This is an optimization exercise on Yosys and OpenROAD, whose aim is small area, a short achievable clock period and few clock cycles, not a production implementation.
Function was not checked in any run shown here: the RTL went through the layout flow alone.

$ cat flow/run.sh
#!/bin/bash
# synth_recipe.tcl (not shown) runs the flow's synth.tcl, then flattens the netlist and writes it again
# the make line also repeats each setting of config.mk as NAME=value (left out here)
make -C /OpenROAD-flow-scripts/flow DESIGN_CONFIG=/design/flow/config.mk WORK_HOME=/design/flow/orfs CLKGATE_MAP_FILE= SYNTH_SCRIPT=/design/flow/synth_recipe.tcl finish
$ cat flow/design.v
package fft_data_pkg;
  typedef logic signed [8+8-1:0] sample_t;
  typedef struct packed {
    sample_t re;
    sample_t im;
  } cplx_t;
  typedef struct packed {
    cplx_t upper;  
    cplx_t lower;  
  } cplx_pair_t;
endpackage
package fft_ctrl_pkg;
  typedef logic [$clog2(8)-1:0] bin_addr_t;
  typedef struct packed {
    bin_addr_t upper;
    bin_addr_t lower;
  } addr_pair_t;
  typedef logic [$clog2(3)-1:0] stage_t;
  typedef logic [$clog2(8/2)-1:0] twiddle_idx_t;
  typedef struct packed {
    logic       valid;
    addr_pair_t addr;
  } wr_cmd_t;
endpackage
`timescale 1ns/1ps
module fft_top (
  input  logic        clk,
  input  logic        reset,
  input  logic        load,
  input  logic [63:0] load_data,  
  input  logic        start,
  output logic        done,
  input  logic [2:0]  rd_addr,
  output logic [31:0] rd_data     
);
  logic [31:0] e0, e1, e2, e3, f0, f1, f2, f3;
  logic        tr5, ti5;  
  function automatic logic [15:0] add_ks(input logic [15:0] a, input logic [15:0] b,
                                         input logic cin);
    logic [15:0] p, g, pp, gg;
    p = a ^ b;
    g = a & b;
    g[0] = g[0] | (p[0] & cin);
    pp = p;
    for (int d = 1; d < 16; d = d * 2) begin
      gg = g;
      for (int i = d; i < 16; i++) begin
        gg[i] = g[i] | (pp[i] & g[i-d]);
      end
      for (int i = 15; i >= d; i--) begin
        pp[i] = pp[i] & pp[i-d];
      end
      g = gg;
    end
    add_ks = p ^ {g[14:0], cin};
  endfunction
  function automatic logic [15:0] add_bk(input logic [15:0] a, input logic [15:0] b,
                                         input logic cin);
    logic [15:0] p, g, pp, gg;
    p = a ^ b;
    g = a & b;
    g[0] = g[0] | (p[0] & cin);
    pp = p;
    gg = g;
    for (int d = 1; d < 16; d = d * 2) begin
      for (int i = 2*d - 1; i < 16; i += 2*d) begin
        gg[i] = gg[i] | (pp[i] & gg[i-d]);
        pp[i] = pp[i] & pp[i-d];
      end
    end
    for (int d = 4; d >= 1; d = d / 2) begin
      for (int i = 3*d - 1; i < 16; i += 2*d) begin
        gg[i] = gg[i] | (pp[i] & gg[i-d]);
        pp[i] = pp[i] & pp[i-d];
      end
    end
    add_bk = p ^ {gg[14:0], cin};
  endfunction
  function automatic logic [31:0] macc(input logic [31:0] acc, input logic [31:0] x,
                                       input logic [2:0] c);
    logic [15:0] opr, opi;
    opr = c[2] ? x[15:0] : x[31:16];
    opi = c[2] ? x[31:16] : x[15:0];
    macc = {add_bk(acc[31:16], opr ^ {16{c[1]}}, c[1]),
            add_bk(acc[15:0], opi ^ {16{c[0]}}, c[0])};
  endfunction
  function automatic logic [15:0] mul181(input logic [15:0] v);
    logic [23:0] x, p;
    x = {8'd0, v};
    p = x + (x << 2) + (x << 4) + (x << 5) + (x << 7)
        + (v[15] ? 24'h4b0000 : 24'd0) + 24'd127;
    mul181 = p[23:8];
  endfunction
  logic k0, s13, n23, n12;
  always_ff @(posedge clk) begin
    if (reset) begin
      k0   <= 1'b1;
      s13  <= 1'b0;
      n23  <= 1'b0;
      n12  <= 1'b0;
      done <= 1'b0;
    end else if (load) begin
      k0   <= s13 & n23;
      s13  <= k0 | (n23 & ~s13);
      n23  <= n12;
      n12  <= k0 | (s13 & n12);
      done <= 1'b0;
    end else if (start) begin
      k0   <= 1'b1;
      s13  <= 1'b0;
      n23  <= 1'b0;
      n12  <= 1'b0;
      done <= 1'b1;
    end
  end
  logic [31:0] xh, xl;      
  logic [31:0] keep;
  logic [2:0]  c1, c2, c2f, c3;
  assign xh   = load_data[63:32];
  assign xl   = load_data[31:0];
  assign keep = {32{~k0}};  
  assign c1  = {s13, n23, n12};
  assign c2  = {1'b0, s13, s13};
  assign c2f = {1'b1, s13, ~s13};
  assign c3  = {s13, n12, n23};
  always_ff @(posedge clk) begin
    if (load) begin
      e0 <= macc(e0 & keep, xh, 3'b000);
      e1 <= macc(e1 & keep, xh, c1);
      e2 <= macc(e2 & keep, xh, c2);
      e3 <= macc(e3 & keep, xh, c3);
      f0 <= macc(f0 & keep, xl, 3'b000);
      f1 <= macc(f1 & keep, xl, c1);
      f2 <= macc(f2 & keep, xl, c2f);
      f3 <= macc(f3 & keep, xl, c3);
    end else if (start) begin
      f1  <= {mul181(f1[31:16]), mul181(f1[15:0])};
      f3  <= {mul181(f3[31:16]), mul181(f3[15:0])};
      tr5 <= (f1[23:16] == 8'h80);
      ti5 <= (f1[7:0] == 8'h80);
    end
  end
  logic [31:0] es, fs;
  logic [1:0]  j;
  logic        ng, odd;
  logic        nra, nrb, nia, nib;
  logic [1:0]  dr, di;
  assign j   = rd_addr[1:0];
  assign ng  = rd_addr[2];
  assign odd = rd_addr[0];
  always_comb begin
    case (j)
      2'd0:    begin es = e0; fs = f0; end
      2'd1:    begin es = e1; fs = f1; end
      2'd2:    begin es = e2; fs = f2; end
      default: begin es = e3; fs = f3; end
    endcase
  end
  assign nra = (j == 2'd3) ? ~ng : ng;
  assign nrb = ng;
  assign nia = ~ng;
  assign nib = (j == 2'd3) ? ~ng : ng;
  always_comb begin
    dr = {1'b0, nra} + {1'b0, odd & nrb};
    di = {1'b0, nib} + {1'b0, odd & nia};
    if (j == 2'd1) begin
      dr = ng ? dr - {1'b0, tr5} : dr + {1'b0, tr5};
      di = ng ? di - {1'b0, ti5} : di + {1'b0, ti5};
    end
  end
  logic [15:0] ra, rb, ia, ib;
  logic [15:0] rs, rc, is_, ic;
  assign ra = fs[31:16] ^ {16{nra}};
  assign rb = odd ? fs[15:0] ^ {16{nrb}} : 16'd0;
  assign ia = odd ? fs[31:16] ^ {16{nia}} : 16'd0;
  assign ib = fs[15:0] ^ {16{nib}};
  assign rs  = es[31:16] ^ ra ^ rb;
  assign rc  = {(es[30:16] & ra[14:0]) | (es[30:16] & rb[14:0]) | (ra[14:0] & rb[14:0]),
                dr[1] | dr[0]};
  assign is_ = es[15:0] ^ ia ^ ib;
  assign ic  = {(es[14:0] & ia[14:0]) | (es[14:0] & ib[14:0]) | (ia[14:0] & ib[14:0]),
                di[1] | di[0]};
  always_ff @(posedge clk) begin
    rd_data <= {add_ks(rs, rc, dr[1]), add_ks(is_, ic, di[1])};
  end
endmodule
$ cat flow/constraint.sdc
create_clock -name core_clock -period 6.5 [get_ports {clk}]
set_input_delay 1.3000 -clock core_clock [delete_from_list [all_inputs] [get_ports {clk}]]
set_output_delay 1.3000 -clock core_clock [all_outputs]
set_load 0.01 [all_outputs]
$ cat flow/config.mk
export PLATFORM = sky130hd
export DESIGN_NAME = fft_top
export DESIGN_NICKNAME = fft_top
export VERILOG_FILES = /design/flow/design.v
export SDC_FILE = /design/flow/constraint.sdc
export NUM_CORES = 4
export LEC_CHECK = 0
export CAP_MARGIN = 20
export CORE_MARGIN = 2
export CORE_UTILIZATION = 40
export SLEW_MARGIN = 20
==> results of run 1 <==
-- Yosys cell counts, types with 5 or more instances --
library cell	n	area [um2]
edfxtp_1	258	7750
o21ai_0	76	380
a41oi_1	13	114
buf_2	21	105
o41ai_2	6	97.6
a31oi_1	5	31.3
or3_1	7	43.8
and2_1	23	144
a211o_1	12	105
nor3_1	37	185
nand3_1	35	175
clkbuf_1	57	214
a211oi_1	13	97.6
xnor2_1	300	2630
nand2_1	220	826
a21o_1	99	743
nor2b_1	148	926
o21bai_1	9	67.6
buf_1	21	78.8
o211ai_1	7	52.6
mux2i_1	77	771
mux4_2	64	1440
nand4_1	8	50.1
nor3b_1	6	45.0
nor2_1	120	450
o21a_1	21	158
a31o_2	17	149
and3_1	6	37.5
dfxtp_1	37	741
inv_1	626	2350
nand2b_1	21	131
a41o_1	5	50.1
fa_1	318	6370
a21oi_1	115	576
xor2_1	150	1310
ha_1	379	4740
o21ai_1	6	30.0
o31ai_1	10	75.1
-- sequential cells by signal, indices dropped and copies added (netlist names), 32 cells and up --
name and flops:
e0 32, e2 32, e1 32, f1 32, e3 32, f2 32
f0 32, rd_data 32, f3 32
-- worst min path at each step --
stage,start,to,slack (ps)
floorplan,done,done,510
global placement,done,done,490
detailed placement,done,done,490
CTS,done,done,500
global route,done,done,540
finish,done,done,500
-- cells in the final DEF (no fill, tap or decap), types with 8 or more instances in the layout --
cell and instances:
a31o_2 17, nor2_1 120, o31ai_1 10, nand3_1 35, xor2_1 149, nand2b_1 21, edfxtp_1 258, xnor2_1 300
o21ai_0 76, clkbuf_16 41, clkbuf_1 13, ha_1 379, nor3_1 37, nand2_1 220, mux4_2 64, mux2i_1 77
buf_4 21, fa_1 318, nor2b_1 148, o21bai_1 9, a21o_1 99, a41oi_1 13, inv_1 625, dfxtp_1 33
clkdlybuf4s50_1 99, o21a_1 21, and2_1 23, a21oi_1 115, a211oi_1 13, a211o_1 12, nand4_1 8
-- logic make-up after synthesis --
group	Yosys count
mux	141
compound gates	458
flops	295
xor+xnor	450
buf+inv	726
simple gates	651
fa+ha+maj	697
-- layout make-up --
cell class / count / area (um2) / share of cell area [%]
clock buffer: 57 / 1110 / 2.89
clock inverter: 18 / 143 / 0.371
inverter: 627 / 2350 / 6.12
multi-input combinational: 2397 / 23700 / 61.6
sequential: 295 / 8500 / 22.1
tap: 1155 / 1450 / 3.76
timing repair buffer: 125 / 1230 / 3.20
-- routing by layer --
metal | part of all wire, % | wire, um | up-vias
met5 | 0.032 | 29 | -
met4 | 1.6 | 1470 | 4
met3 | 4.8 | 4370 | 86
met2 | 47 | 43000 | 501
met1 | 46 | 41700 | 11900
li1 | - | - | 11500
-- worst min-delay path: stages (launching register included) --
cell     delay, ps
dfxtp_1        310
nor2_1         100
nor3_1          50
==> results.txt, run 1 <==
Global-route wire length before repair -> 142 mm
Final nets -> 4,255
Worst R2R Setup Slack -> 1280 ps
Main combinational cell family by area after synthesis -> adder cells
Post-Synth XOR/XNOR Area -> 11.3%
Mapped Cells -> 3,418
Routed WL -> 90.5 mm
Synthesis Warnings -> 1
Layout cells sized above 1 -> 5.60%
Seq cells post-synth -> 295
Compound-Gate Fraction of Synth Area -> 9.22%
Pin count of the biggest net entering global routing -> 118
Routed Antenna Nets -> 0
Outcome -> finished clean
Total number of vias -> 24,000
Fin cells -> 4,674
Iter 0 DRT Violations -> 1,429
Clock Path Buffers -> 3
First-pass DRT Iterations -> 5
Via density -> 5.13
Starting Density -> 40.3%
Cells on worst reg2reg path -> 17
Setup repair bufs after CTS -> 0
Placed Cells -> 4,599
I/O pins -> 104
Core Rows -> 108
DIE WIDTH -> 299 um
DRC -> 0
Mapped Area -> 34,900 um2
Buf/Inv on CP -> 1
CP arrival -> 5980 ps
Number of global-route vias before repair -> 24,300
Post-synthesis simple-gate area fraction -> 9.10%
Post-CTS Hold Buffers -> 0
Yosys cell types -> 79
CP max-delay cell -> clkdlybuf4s50_1
Crit-path leading delay family -> compound AO/OA/AOI/OAI gates
Area grow syn2layout -> 10.2%
Period utilization -> 86.1%
Synth Net Count -> 4,186
Main synth FF type -> edfxtp_1
Fillers -> 8,225
Max FO, Critical Path -> 5
Post-layout util -> 44.4%
Register area share after synthesis -> 24.3%
Fin. Hold Viols -> 0
Post-synth ARST share -> 0%
Input/output buffers -> 103
Worst path depth -> 18
Pins Over Slew Limit -> 0
Crit path kind -> in2reg
Adder-cell share of the synthesized area -> 31.8%
Fmax -> 0.179 GHz
Hold Crit Depth -> 2
TritonCTS sink count -> 295
CTS tree -> yes
Hold Crit Class -> reg2reg
Initial antenna violation count -> 3
Mean Syn Cell Area -> 10.2 um2
Unrepaired setup endpoints after global routing -> false
DIE AREA -> 89,600 um2
CTS resizes -> 0
Worst path max stage delay -> 570 ps
Critical path destination -> f3[31]
Design Area, Final -> 38,500 um2
Met2 global-route usage -> 34.5%
Worst slew pin tran -> 913 ps
Mux cell area share after synthesis -> 6.34%
Routed len/inst -> 19.4 um
DP Area -> 37,200 um2
Cts bufs inserted -> 41
Setup_tns -> 0 ps
Tot GR Track Use -> 20.5%
Post-synth EDFFs -> 258
Met1 Usage GRT -> 28.5%
Crit-path cells -> clkdlybuf4s50_1, mux2i_1, nor2_1, a22o_1, fa_1, a21o_1, a21o_1, a21o_1, a31oi_1, o21ai_0, o41ai_2, nor2_1, a211oi_1, fa_1, xnor2_1, xnor2_1, xnor2_1, a221oi_1
Gr busiest metal -> met2
Beginning of the critical path -> load_data[0]
Remaining global-route overflow -> 0
Worst Clk Skew -> 18.7 ps
CP Data Required Time -> 6890 ps
Number of max-cap violations -> 0
M3 GR Usage -> 2.77%
Root Driver -> clkbuf_16
Worst setup SP type -> input pin
Height of the die -> 299 um
CTS clk-pin slew, worst paths -> 50 ps
Clk Latency, worst-skew pair -> 590 ps
Worst slack at placement -> 286 ps
GPL Wtd Cong -> 0.896
H-tree depth -> 2
Final Setup Violations -> 0
R2r startpoint -> s13
Tmin final -> 5600 ps
Worst Slack Setup Final -> 904 ps
Hold_ws -> 504 ps
Core area -> 86,600 um2
CP endpoint kind -> flop
Slew margin rel. -> 39.2%
Antenna diodes -> 0
Dpl hpwl -> 71.0 mm
Crit Reg-Reg Endpoint -> f1[15]
==> run 2, diff against run 1 <==
--- a/flow/config.mk
+++ b/flow/config.mk
@@ -10,2 +10,3 @@
 export CORE_UTILIZATION = 40
+export SETUP_SLACK_MARGIN = 2.5
 export SLEW_MARGIN = 20
==> run 2 against run 1 <==
Against the previous run: synthesized cell count is the same; highest routed layer is now met4; cell count up 5.3%; still clean on timing, DRC and antenna; worst hold slack improved by 7.5 ps; critical path type unchanged; register-to-register slack better by 890 ps.
==> results.txt, run 2 <==
Outcome -> finished clean
Beginning of the critical path -> load_data[0]
Synth Net Count -> 4,186
Most common cell in the netlist -> inv_1
Dpl hpwl -> 71.6 mm
Routed WL -> 99.0 mm
DIE AREA -> 89,600 um2
Buf/Inv on CP -> 1
DRC -> 0
TritonCTS sink count -> 295
Initial antenna violation count -> 0
Cells on worst reg2reg path -> 19
Area leader, netlist -> edfxtp_1
Area grow syn2layout -> 23.2%
Routed Antenna Nets -> 0
Input/output buffers -> 103
Most used cell, CP -> a21o_1
Mapped Cells -> 3,418
Max FO, Critical Path -> 3
Period utilization -> 69.3%
Height of the die -> 299 um
First-pass DRT Iterations -> 5
Synthesis Warnings -> 1
Remaining global-route overflow -> 0
Cts bufs inserted -> 40
I/O pins -> 104
Hold_ws -> 512 ps
R2r startpoint -> s13
Hold Crit Depth -> 2
Mapped Area -> 34,900 um2
Pin count of the biggest net entering global routing -> 152
Top cell type's share of synthesized area -> 22.2%
Crit-path leading delay family -> compound AO/OA/AOI/OAI gates
Hold Crit Class -> reg2reg
H-tree depth -> 2
Most frequent cells in the layout -> inv_1, ha_1, fa_1
Fmax -> 0.222 GHz
CP endpoint kind -> flop
Final Setup Violations -> 0
Number of global-route vias before repair -> 25,200
GPL Wtd Cong -> 0.868
Layout cells sized above 1 -> 20.5%
Main synth FF type -> edfxtp_1
Post-layout util -> 49.6%
CP arrival -> 4780 ps
Slew margin rel. -> 43.4%
Worst slew pin tran -> 849 ps
DIE WIDTH -> 299 um
CTS clk-pin slew, worst paths -> 60 ps
Final nets -> 4,505
Core area -> 86,600 um2
Worst path depth -> 19
Crit-path cells -> buf_12, mux2i_4, nor2_4, a22o_1, fa_2, a21o_1, a21o_1, a21o_1, a31o_1, a41o_1, o41ai_4, nor2_1, a211oi_2, fa_2, xor2_1, xnor2_1, xnor2_1, nand2_1, o31ai_1
Commonest non-fill, non-tap cell in the layout -> inv_1
Post-CTS Hold Buffers -> 0
Worst setup SP type -> input pin
Tot GR Track Use -> 22.0%
Iter 0 DRT Violations -> 1,693
Worst path max stage delay -> 360 ps
Pins Over Slew Limit -> 0
Yosys cell types -> 79
Core Rows -> 108
Synth area leaders -> edfxtp_1, fa_1, ha_1, xnor2_1, inv_1
Commonest cells in the netlist -> inv_1, ha_1, fa_1, xnor2_1, edfxtp_1
Crit path kind -> in2reg
Hold Startpoint -> done
Post-synth ARST share -> 0%
CTS tree -> yes
Setup_tns -> 0 ps
Clk Latency, worst-skew pair -> 600 ps
CP Data Required Time -> 6780 ps
Global-route wire length before repair -> 152 mm
Worst Clk Skew -> 35.5 ps
Tmin final -> 4500 ps
Register area share after synthesis -> 24.3%
Via density -> 5.19
Post-synth EDFFs -> 258
Root Driver -> clkbuf_16
Number of max-cap violations -> 0
Starting Density -> 40.3%
Seq cells post-synth -> 295
Clock Path Buffers -> 3
Routed len/inst -> 20.1 um
Fin. Hold Viols -> 0
Total number of vias -> 25,500
CP max-delay cell -> fa_2
Mean Syn Cell Area -> 10.2 um2
Unrepaired setup endpoints after global routing -> true
[run 2: logic make-up (layout without fill, tap and decap cells)]
logic type / count (synthesis) / count (layout) / share of synthesized area [%]
buffers and inverters: 726 / 1076 / 7.89
adders and majority gates: 697 / 697 / 31.8
and+or+nand+nor: 651 / 651 / 9.10
AOI/OAI and AO/OA: 458 / 458 / 9.22
xor gates and xnor gates: 450 / 450 / 11.3
DFF: 295 / 295 / 24.3
muxes: 141 / 141 / 6.34
other: 0 / 1 / 0
[run 2: what timing repair did]
item                       4_1_cts  5_1_grt
pin swaps                      126      147
resized for setup              336      177
gates cloned                     6        2
setup buffers                  156       84
setup endpoints to repair      131       79
[run 2: metrics by stage]
step,setup slack (ps),cells,cell area [um2]
finish,2000,4924,43000
global route,1870,4923,43000
CTS,1980,4837,41500
detailed placement,598,4602,37600
global placement,642,4602,37600
floorplan,1480,3418,35400
[run 2: path summary, 6_finish.rpt]
path	slack (ps)	to
max	2000	f1[15]
min	510	done
max reg2reg	2170	f1[15]
min reg2reg	510	done
[run 2: routing by layer]
layer	track usage [%]	share of wire, %
met1	31.5	45
met2	35.6	46
met3	2.78	5.6
met4	4.87	2.6
met5	0	0
[run 2: worst reg2reg max path, cell delays in order (launching register included)]
cell	delay [ps]
dfxtp_4	370
buf_12	170
buf_4	230
mux2i_4	330
xnor2_1	210
ha_1	280
a21o_1	170
a21o_1	180
a21o_1	180
a31o_1	230
a41o_1	260
o41ai_4	300
nor2_1	90
a211oi_2	210
fa_2	240
xor2_1	170
xnor2_1	170
xnor2_1	100
nand2_1	70
o31ai_1	80
[run 2: cell type report]
class | instances | area [um2]
Antenna cell | 1 | 2.50
Timing Repair Buffer | 375 | 3630
Timing Repair inverter | 1 | 8.76
Inverter | 627 | 2400
Clock inverter | 19 | 211
Multi-Input combinational cell | 2397 | 25700
Fill cell | 7776 | 43600
Tap cell | 1155 | 1450
Sequential cell | 295 | 8500
Clock buffer | 54 | 1080
==> run 3, diff against run 2 <==
--- a/flow/config.mk
+++ b/flow/config.mk
@@ -10,3 +10,3 @@
 export CORE_UTILIZATION = 40
-export SETUP_SLACK_MARGIN = 2.5
+export SETUP_SLACK_MARGIN = 3.2
 export SLEW_MARGIN = 20
==> run 3 against run 2 <==
Against the previous run: synthesized cell count stayed put; utilization grew 2.6 points; non-clock buffer count grew 114; worst hold slack worse by 10 ps; cell count up 2.4%; flip-flop and latch count did not move; final area increased by 5.2%; critical path depth up 4; sequential share of layout area decreased by 0.98 points; worst setup slack lost 9.3 ps; first-iteration DRC count down 5.4%; via count up 1.8%; highest routed layer unchanged.
==> results.txt, run 3 <==
Root Driver -> clkbuf_16
Number of global-route vias before repair -> 26,500
Setup_tns -> 0 ps
Area grow syn2layout -> 29.7%
Worst Clk Skew -> 65.1 ps
Area of the multi-input gates -> 26,600 um2
Worst setup SP type -> input pin
Post-CTS Hold Buffers -> 0
Outcome -> finished clean
Area leader, netlist -> edfxtp_1
CP Data Required Time -> 7020 ps
Hold_ws -> 502 ps
Design Area, Final -> 45,200 um2
Layout cells sized above 1 -> 26.8%
Mapped Cells -> 3,418
H-tree depth -> 2
CP arrival -> 5040 ps
DIE AREA -> 89,600 um2
Clk Latency, worst-skew pair -> 600 ps
Input/output buffers -> 103
Routed WL -> 102 mm
Tot GR Track Use -> 22.6%
Height of the die -> 299 um
Mapped Area -> 34,900 um2
Iter 0 DRT Violations -> 1,602
Max FO, Critical Path -> 6
Core area -> 86,600 um2
Clock Path Buffers -> 3
Worst R2R Setup Slack -> 2080 ps
Post-synth EDFFs -> 258
Synth Net Count -> 4,186
Pin count of the biggest net entering global routing -> 115
Fmax -> 0.222 GHz
Fillers -> 7,556
Most frequent cells in the layout -> inv_1, ha_1, edfxtp_1
Unrepaired setup endpoints after global routing -> true
Via density -> 5.15
Register area share after synthesis -> 24.3%
Main synth FF type -> edfxtp_1
Final nets -> 4,621
Yosys cell types -> 79
Routed Antenna Nets -> 0
Post-synth ARST share -> 0%
DP Area -> 38,300 um2
CP endpoint kind -> flop
Most common cell in the netlist -> inv_1
DIE WIDTH -> 299 um
Starting Density -> 40.3%
Crit path kind -> in2reg
Hold Crit Class -> reg2reg
Seq cells post-synth -> 295
Top cell type's share of synthesized area -> 22.2%
Cts bufs inserted -> 42
Period utilization -> 69.4%
Initial antenna violation count -> 3
Commonest cells in the netlist -> inv_1, ha_1, fa_1, xnor2_1, edfxtp_1
Post-layout util -> 52.2%
Tmin final -> 4510 ps
Synth area leaders -> edfxtp_1, fa_1, ha_1, xnor2_1, inv_1
Register area -> 8500 um2
Slew margin rel. -> 31.8%
First-pass DRT Iterations -> 5
Mean Syn Cell Area -> 10.2 um2
GPL Wtd Cong -> 0.846
Commonest non-fill, non-tap cell in the layout -> inv_1
Global-route wire length before repair -> 156 mm
Core Rows -> 108
I/O pins -> 104
Worst Slack Setup Final -> 1990 ps
Worst slew pin tran -> 1020 ps
TritonCTS sink count -> 295
CTS tree -> yes
DRC -> 0
Routed len/inst -> 20.2 um
Fin. Hold Viols -> 0
Worst slack at placement -> 660 ps
Total number of vias -> 26,000
Synthesis Warnings -> 1
Pins Over Slew Limit -> 0
Remaining global-route overflow -> 0
CTS clk-pin slew, worst paths -> 70 ps
Number of max-cap violations -> 0
Final Setup Violations -> 0
Dpl hpwl -> 71.4 mm
[run 3: final timing paths]
check / start / end / depth (start not counted)
setup reg to reg: f3[19] / f3[27] / 18
hold / removal: done / done / 2
hold reg to reg: done / done / 2
setup / recovery: rd_addr[1] / rd_data[14] / 23
[run 3: layer usage]
layer | wire length (um) | part of all wire [%] | track usage, % | vias up
li1 | - | - | - | 12200
met1 | 44500 | 44 | 30.6 | 13000
met2 | 49000 | 48 | 38.0 | 643
met3 | 5430 | 5.3 | 2.86 | 146
met4 | 3010 | 3.0 | 6.42 | 0
met5 | 0 | 0 | 0 | -
[run 3: layout make-up]
| class | instances | share of cell area (%) |
|---|---|---|
| tap | 1155 | 3.19 |
| timing repair buffer | 489 | 10.9 |
| timing repair inverter | 1 | 0.0111 |
| antenna | 2 | 0.0111 |
| clock inverter | 20 | 0.348 |
| sequential | 295 | 18.8 |
| clock buffer | 58 | 2.57 |
| inverter | 627 | 5.34 |
| multi-input combinational | 2397 | 58.8 |
[run 3: cells by family (layout without fill, tap and decap cells)]
family                     count (synthesis)  after routing  share of synthesized area (%)
adders and majority gates                697            697                           31.8
buffers and inverters                    726           1195                           7.89
muxes                                    141            141                           6.34
AOI/OAI and AO/OA                        458            458                           9.22
other                                      0              2                              0
DFF                                      295            295                           24.3
and+or+nand+nor                          651            651                           9.10
xor gates and xnor gates                 450            450                           11.3
[run 3: stage by stage]
step           std cells
5_1_grt             5042
6_report            5044
2_1_floorplan       3418
3_5_place_dp        4603
3_3_place_gp        4603
4_1_cts             4915
[run 3: repair_timing]
| action | CTS | global route |
|---|---|---|
| gates cloned | 9 | 2 |
| pin swaps | 171 | 190 |
| gates resized for setup | 409 | 247 |
| setup buffers | 225 | 125 |
| setup endpoints to repair | 224 | 198 |
[run 3: worst max-delay path: stages]
cell,delay [ps]
buf_16,130
buf_12,130
nand2_8,70
xor2_4,220
inv_4,50
ha_4,270
inv_2,40
ha_4,150
xnor2_2,110
nand2_1,100
xnor2_2,170
a211o_1,260
fa_2,380
inv_2,70
fa_2,210
nor2b_1,60
o21ai_2,140
a21boi_2,80
o211ai_1,260
a21oi_2,100
o41a_1,370
nor3b_2,180
nor3b_1,170
==> run 4, diff against run 3 <==
--- a/flow/design.v
+++ b/flow/design.v
@@ -120,3 +120,3 @@
   assign xl   = load_data[31:0];
-  assign keep = {32{~k0}};  
+  assign keep = {32{~(k0 & load)}};  
   assign c1  = {s13, n23, n12};
@@ -125,11 +125,19 @@
   assign c3  = {s13, n12, n23};
+  logic [31:0] xhg, xlg;
+  logic [2:0]  c1g, c2g, c2fg, c3g;
+  assign xhg  = xh & {32{load}};
+  assign xlg  = xl & {32{load}};
+  assign c1g  = c1 & {3{load}};
+  assign c2g  = c2 & {3{load}};
+  assign c2fg = c2f & {3{load}};
+  assign c3g  = c3 & {3{load}};
   always_ff @(posedge clk) begin
+    e0 <= macc(e0 & keep, xhg, 3'b000);
+    e1 <= macc(e1 & keep, xhg, c1g);
+    e2 <= macc(e2 & keep, xhg, c2g);
+    e3 <= macc(e3 & keep, xhg, c3g);
+    f0 <= macc(f0 & keep, xlg, 3'b000);
+    f2 <= macc(f2 & keep, xlg, c2fg);
     if (load) begin
-      e0 <= macc(e0 & keep, xh, 3'b000);
-      e1 <= macc(e1 & keep, xh, c1);
-      e2 <= macc(e2 & keep, xh, c2);
-      e3 <= macc(e3 & keep, xh, c3);
-      f0 <= macc(f0 & keep, xl, 3'b000);
       f1 <= macc(f1 & keep, xl, c1);
-      f2 <= macc(f2 & keep, xl, c2f);
       f3 <= macc(f3 & keep, xl, c3);
--- a/flow/config.mk
+++ b/flow/config.mk
@@ -10,3 +10,3 @@
 export CORE_UTILIZATION = 40
-export SETUP_SLACK_MARGIN = 3.2
+export SETUP_SLACK_MARGIN = 2.5
 export SLEW_MARGIN = 20
==> run 4 against run 3 <==
Against the previous run: clock-buffer cell count increased by 3; final area decreased by 5.8%; die area decreased by 3.1%; flip-flop and latch count unchanged; still clean on timing, DRC and antenna; largest cell class unchanged; global-route usage increased by 0.56 points; critical path depth decreased by 7; via count decreased by 0.42%.
==> results.txt, run 4 <==
Outcome -> finished clean
Remaining global-route overflow -> 0
Area leader, netlist -> fa_1
Hold Crit Class -> reg2reg
Post-CTS Hold Buffers -> 0
Pins Over Slew Limit -> 0
Crit Reg-Reg Endpoint -> f3[31]
DP Area -> 36,700 um2
CP Data Required Time -> 6980 ps
Worst Hold Path EP -> e2[0]
Main synth FF type -> dfxtp_1
Routed len/inst -> 19.5 um
Layout cells sized above 1 -> 21.9%
Root Driver -> clkbuf_16
CP arrival -> 4930 ps
Hold Crit Depth -> 2
Routed Antenna Nets -> 0
Mean Syn Cell Area -> 9.35 um2
H-tree depth -> 2
Worst Clk Skew -> 27.2 ps
Fin. Hold Viols -> 0
Tmin final -> 4450 ps
DIE WIDTH -> 295 um
Core area -> 83,700 um2
Most common cell in the netlist -> inv_1
CP endpoint kind -> flop
Iter 0 DRT Violations -> 1,678
Antenna diodes -> 0
Via density -> 5.06
Unrepaired setup endpoints after global routing -> true
Input/output buffers -> 103
Number of global-route vias before repair -> 26,100
First-pass DRT Iterations -> 5
Initial antenna violation count -> 5
Mapped Area -> 33,800 um2
Clk Latency, worst-skew pair -> 580 ps
Total number of vias -> 25,900
Design Area, Final -> 42,600 um2
R2r startpoint -> f3[25]
Worst setup SP type -> input pin
Register area share after synthesis -> 19.4%
Slew margin rel. -> 29.5%
Yosys cell types -> 75
Commonest cells in the netlist -> inv_1, ha_1, fa_1, xnor2_1, and2_1
DIE AREA -> 86,800 um2
Number of max-cap violations -> 0
Post-synth ARST share -> 0%
I/O pins -> 104
Fmax -> 0.225 GHz
Synthesis Warnings -> 1
Cells on worst reg2reg path -> 17
Cts bufs inserted -> 41
Crit path kind -> in2reg
Period utilization -> 68.5%
Area grow syn2layout -> 26.1%
Most frequent cells in the layout -> inv_1, ha_1, fa_1
Setup_tns -> 0 ps
Seq cells post-synth -> 295
GPL Wtd Cong -> 0.866
Routed WL -> 99.5 mm
Core Rows -> 106
Max FO, Critical Path -> 6
Commonest non-fill, non-tap cell in the layout -> inv_1
Global-route wire length before repair -> 154 mm
DRC -> 0
Dpl hpwl -> 72.3 mm
CTS clk-pin slew, worst paths -> 50 ps
Starting Density -> 40.4%
Synth area leaders -> fa_1, ha_1, dfxtp_1, inv_1, xnor2_1
Pin count of the biggest net entering global routing -> 68
Post-synth EDFFs -> 66
Mapped Cells -> 3,612
CTS tree -> yes
Clock Path Buffers -> 3
Tot GR Track Use -> 23.2%
Final Setup Violations -> 0
Worst R2R Setup Slack -> 2070 ps
Synth Net Count -> 4,380
Final nets -> 4,725
Hold Startpoint -> e2[0]
TritonCTS sink count -> 295
Worst slew pin tran -> 1060 ps
Height of the die -> 295 um
Top cell type's share of synthesized area -> 18.8%
run 4: critical path, cell delays in order:
cell,delay [ps]
buf_16,120
buf_4,120
buf_6,90
buf_12,110
mux4_2,580
xor2_1,200
and2_4,170
fa_1,520
fa_2,360
a21o_1,170
a21oi_2,160
nor2b_1,60
o21a_1,210
o311ai_4,290
a31oi_4,150
o311ai_2,280
run 4: what timing repair did:
item                       4_1_cts  5_1_grt
buffers inserted               194       83
setup endpoints to repair      152      109
cloned                          13        3
pin swaps                      164      141
resized for setup              357      144
run 4: layout make-up:
| type | count | area, um2 |
|---|---|---|
| flip-flops and latches | 295 | 6580 |
| repair inverters | 1 | 11.3 |
| clock buffers | 61 | 1190 |
| well taps | 1134 | 1420 |
| repair buffers | 424 | 4170 |
| fillers | 7511 | 41100 |
| multi-input cells | 2577 | 26800 |
| inverters | 617 | 2400 |
| clock inverters | 7 | 77.6 |
run 4: layer usage:
layer | up-vias | part of all wire, % | routed length [um] | GRT usage (%)
met4 | 4 | 3.8 | 3750 | 7.84
met5 | - | 0.021 | 21 | 0
met1 | 12700 | 45 | 45000 | 31.6
li1 | 12500 | - | - | -
met3 | 141 | 5.1 | 5080 | 3.42
met2 | 541 | 46 | 45700 | 37.5
run 4: worst max path at each step:
stage / cells past startpoint / slack (ps) / end / from
2_1_floorplan: 23 / 1480 / rd_data[14] / rd_addr[1]
3_3_place_gp: 17 / 850 / f3[31] / load_data[0]
3_5_place_dp: 17 / 840 / f3[31] / load_data[0]
4_1_cts: 14 / 2080 / rd_data[30] / rd_addr[1]
5_1_grt: 15 / 1900 / rd_data[30] / rd_addr[1]
6_report: 16 / 2050 / rd_data[30] / rd_addr[1]
run 4: kinds of logic (layout without fill, tap and decap cells):
group	after synthesis	after routing	share of synthesized area (%)
flops	295	295	19.4
fa+ha+maj	697	697	32.9
compound gates	490	490	9.57
mux	141	141	6.57
buf+inv	741	1110	8.29
simple gates	810	811	11.9
xor+xnor	438	438	11.4
run 4: through the flow:
| step | instances | util, % | hold WS (ps) | setup slack [ps] |
|---|---|---|---|---|
| after floorplan | 3612 | - | 460 | 1480 |
| after global placement | 4755 | 43.9 | 487 | 852 |
| after detailed placement | 4755 | 43.9 | 497 | 835 |
| after CTS | 5030 | 49.4 | 495 | 2080 |
| after global routing | 5116 | 50.9 | 520 | 1900 |
| final | 5116 | 50.9 | 503 | 2050 |

port drivers added, routing unchanged:
In the flow no input, the clock included, has a driving cell. The finished layouts below were timed again as built, in two steps. Step 1 (the two cells are an assumption about what drives the block):
set clk [get_ports {clk}]
set_driving_cell -lib_cell sky130_fd_sc_hd__clkbuf_16 $clk
set_driving_cell -lib_cell sky130_fd_sc_hd__buf_2 [delete_from_list [all_inputs] $clk]
Step 2 times the ports against the registers' clock, not the clock port: input delays grow and output delays shrink by t, the midpoint of the rising clock arrivals with the driver on. Slacks: no drivers / after step 1 / after step 2; pairs: no drivers / after step 1.
run	t, ns	setup slack, ns	worst register clock-pin slew, ns
run 1	0.643	0.904 / 0.890 / 0.247	0.06 / 0.06
run 2	0.647	1.999 / 1.858 / 1.211	0.07 / 0.07
run 3	0.639	1.989 / 1.843 / 1.204	0.07 / 0.07
run 4	0.635	2.046 / 1.887 / 1.252	0.06 / 0.06
After both steps setup and hold are still met in every run listed. For run 4, which loses most, drivers alone change the setup slack by -0.159 ns; drivers and shift together by -0.794 ns.
